From an optimization exercise on the open Yosys and OpenROAD flow, aimed at small area; shortcuts taken in it are not production practice. Where RTL was checked, it was by simulation tests only, not by an equivalence proof against the original. Power is estimated from default activity; no workload was simulated.

==> module peak_pair_tracker, before the edit <==
module peak_pair_tracker (
	input  logic                        sys_clk,
	input  logic                        sys_rst,
	input  spectrum_pkg::power_sample_t sample,
	output spectrum_pkg::tone_pair_t    pair,
	output logic                        pair_valid
);
	localparam int BIN_W = 10;
	localparam logic [BIN_W-1:0] FIRST_BIN = BIN_W'(1);
	spectrum_pkg::peak_t lo;
	spectrum_pkg::peak_t hi;
	logic                best_hi;
	logic                in_range;
	logic                start;
	logic                gt_lo;
	logic                gt_hi;
	logic                gt_best;
	assign in_range = sample.valid && !sample.bin[BIN_W-1] && (sample.bin != '0);
	assign start    = sample.bin == FIRST_BIN;
	always_comb
	begin
		gt_lo = 1'b0;
		gt_hi = 1'b0;
		for (int i = 0; i < 20; i++)
		begin
			gt_lo = (sample.power[i] & ~lo.power[i]) | ((sample.power[i] | ~lo.power[i]) & gt_lo);
			gt_hi = (sample.power[i] & ~hi.power[i]) | ((sample.power[i] | ~hi.power[i]) & gt_hi);
		end
	end
	assign gt_best  = best_hi ? gt_hi : gt_lo;
	always_ff @(posedge sys_clk)
	begin
		if (in_range && (start || gt_lo || gt_hi))
		begin
			hi      <= {sample.bin, sample.power};
			best_hi <= start || gt_best;
			if (start)
				lo <= '0;
			else if (best_hi)
				lo <= hi;
		end
	end
	assign pair = {lo, hi};
	always_ff @(posedge sys_clk or negedge sys_rst)
	begin
		if (!sys_rst)
			pair_valid <= 1'b0;
		else
			pair_valid <= sample.last;  
	end
endmodule
==> module peak_reporter, before the edit <==
module peak_reporter (
	input  logic                       sys_clk,
	input  logic                       sys_rst,
	input  spectrum_pkg::tone_pair_t   pair,
	input  logic                       pair_valid,
	output spectrum_pkg::tone_report_t report,
	output logic                       update_flag
);
	localparam int POW_W = 20;
	localparam int AMP_W = 10;
	localparam int BIN_W = 10;
	logic [2*POW_W-1:0] pow_q;    
	logic [2*BIN_W-1:0] bin_q;
	logic [AMP_W:0]     rem_q;
	logic [2*AMP_W-1:0] root_q;   
	logic [4:0]         step_q;
	logic               busy_q;
	logic [AMP_W:0]     rem_nxt;
	logic               root_bit;
	logic [AMP_W-1:0]   root_mask;
	logic               fin;
	always_comb
		for (int i = 0; i < AMP_W; i++)
			root_mask[i] = (step_q < 5'(AMP_W)) || (step_q > 5'(AMP_W + i));
	isqrt i_isqrt (
		.rem      (rem_q),
		.bits     (pow_q[2*POW_W-1 -: 2]),
		.root     (root_q[AMP_W-1:0] & root_mask),
		.rem_nxt  (rem_nxt),
		.root_bit (root_bit)
	);
	assign fin = busy_q && (step_q == 5'(2 * AMP_W));
	always_ff @(posedge sys_clk)
	begin
		if (pair_valid)
		begin
			pow_q  <= {pair.a.power, pair.b.power};
			rem_q  <= '0;
			root_q <= '0;
			step_q <= '0;
		end
		else
		begin
			pow_q  <= {pow_q[2*POW_W-3:0], pow_q[2*POW_W-1 -: 2]};
			rem_q  <= (step_q == 5'(AMP_W - 1)) ? '0 : rem_nxt;
			root_q <= {root_q[2*AMP_W-2:0], root_bit};
			step_q <= step_q + 1'b1;
		end
		if (pair_valid)
			bin_q <= {pair.a.bin, pair.b.bin};
	end
	always_ff @(posedge sys_clk or negedge sys_rst)
	begin
		if (!sys_rst)
		begin
			busy_q      <= 1'b0;
			report      <= '0;
			update_flag <= 1'b0;
		end
		else
		begin
			update_flag <= fin;
			if (pair_valid)
				busy_q <= 1'b1;
			else if (fin)
				busy_q <= 1'b0;
			if (fin)
			begin
				report.a <= {bin_q[2*BIN_W-1 -: BIN_W], pow_q[2*POW_W-1 -: POW_W], root_q[2*AMP_W-1 -: AMP_W]};
				report.b <= {bin_q[BIN_W-1:0], pow_q[POW_W-1:0], root_q[AMP_W-1:0]};
			end
		end
	end
endmodule
export LEC_CHECK = 0
export CAP_MARGIN = 20
export CORE_MARGIN = 2
export CORE_UTILIZATION = 70
export CTS_BUF_LIST = sky130_fd_sc_hd__clkbuf_8
export CTS_CLUSTER_DIAMETER = 60
export CTS_CLUSTER_SIZE = 18
export PLACE_DENSITY = 0.8
export SLEW_MARGIN = 20
create_clock -name core_clock -period 10.0 [get_ports {sys_clk}]
standard.sh (not shown) runs the stock make flow with config.mk's settings and CLKGATE_MAP_FILE= SYNTH_SCRIPT=/design/flow/synth_recipe.tcl, a recipe that flattens the netlist after the stock synthesis.
==> flow/flow/run.sh <==
#!/bin/bash
# The standard layout, with the port buffers made of the smallest buffer cell.
set -euo pipefail
bash standard.sh BUFFER_PORTS_ARGS="-buffer_cell sky130_fd_sc_hd__buf_1" finish > standard.log 2>&1
Next try:
--- a/flow/design.v
+++ b/flow/design.v
@@ -481,5 +481,5 @@
 		if (in_range && (start || gt_lo || gt_hi))
 		begin
-			hi      <= {sample.bin, sample.power};
+			hi      <= {1'b0, sample.bin[BIN_W-2:0], sample.power};  
 			best_hi <= start || gt_best;
 			if (start)
@@ -536,5 +536,6 @@
 	localparam int BIN_W = 10;
 	logic [2*POW_W-1:0] pow_q;    
-	logic [2*BIN_W-1:0] bin_q;
+	logic [BIN_W-2:0]   bin_a_q;   
+	logic [BIN_W-2:0]   bin_b_q;
 	logic [AMP_W:0]     rem_q;
 	logic [2*AMP_W-1:0] root_q;   
@@ -573,5 +574,8 @@
 		end
 		if (pair_valid)
-			bin_q <= {pair.a.bin, pair.b.bin};
+		begin
+			bin_a_q <= pair.a.bin[BIN_W-2:0];
+			bin_b_q <= pair.b.bin[BIN_W-2:0];
+		end
 	end
 	always_ff @(posedge sys_clk or negedge sys_rst)
@@ -592,6 +596,6 @@
 			if (fin)
 			begin
-				report.a <= {bin_q[2*BIN_W-1 -: BIN_W], pow_q[2*POW_W-1 -: POW_W], root_q[2*AMP_W-1 -: AMP_W]};
-				report.b <= {bin_q[BIN_W-1:0], pow_q[POW_W-1:0], root_q[AMP_W-1:0]};
+				report.a <= {1'b0, bin_a_q, pow_q[2*POW_W-1 -: POW_W], root_q[2*AMP_W-1 -: AMP_W]};
+				report.b <= {1'b0, bin_b_q, pow_q[POW_W-1:0], root_q[AMP_W-1:0]};
 			end
 		end
Power falls by 4.3%; worst setup slack improved by 0.012 ns; die area falls by 1.2%; maximum frequency is about the same; area after synthesis falls by 1.2%; combinational power hardly moves; first-iteration DRC count rises by 8.2%; via count stays flat; design area falls by 1.9%; clock skew falls by 0.018 ns; cell count falls by 0.98%.
No functional check of the RTL was part of the second run of this note.

-- separate check: timing with driven ports --
The flow's constraints put no driver on any port. The routed layouts listed below were extracted and timed again, unchanged, in two steps.
Step 1 assumes that a clkbuf_16 drives the clock port and a buf_2 every other input.
Step 2 moves the port delays by t, midway between the first and last clock arrival at a register: inputs arrive t later, outputs are due t later. That takes back most of the time a late clock gives input paths.
Slacks: no drivers / after step 1 / after step 2; pairs: no drivers / after step 1.
run | t (ns) | setup slack, ns | worst data-port slew with drivers (ns) | cell pins on the clock port's net
the first run | 0.569 | 0.823 / 0.842 / 0.274 | 0.03 | 1
the second run | 0.562 | 0.835 / 0.853 / 0.291 | 0.03 | 1
After both steps setup and hold are still met in every run listed. For the first run, which loses most, drivers alone change the setup slack by +0.019 ns; drivers and shift together by -0.549 ns.
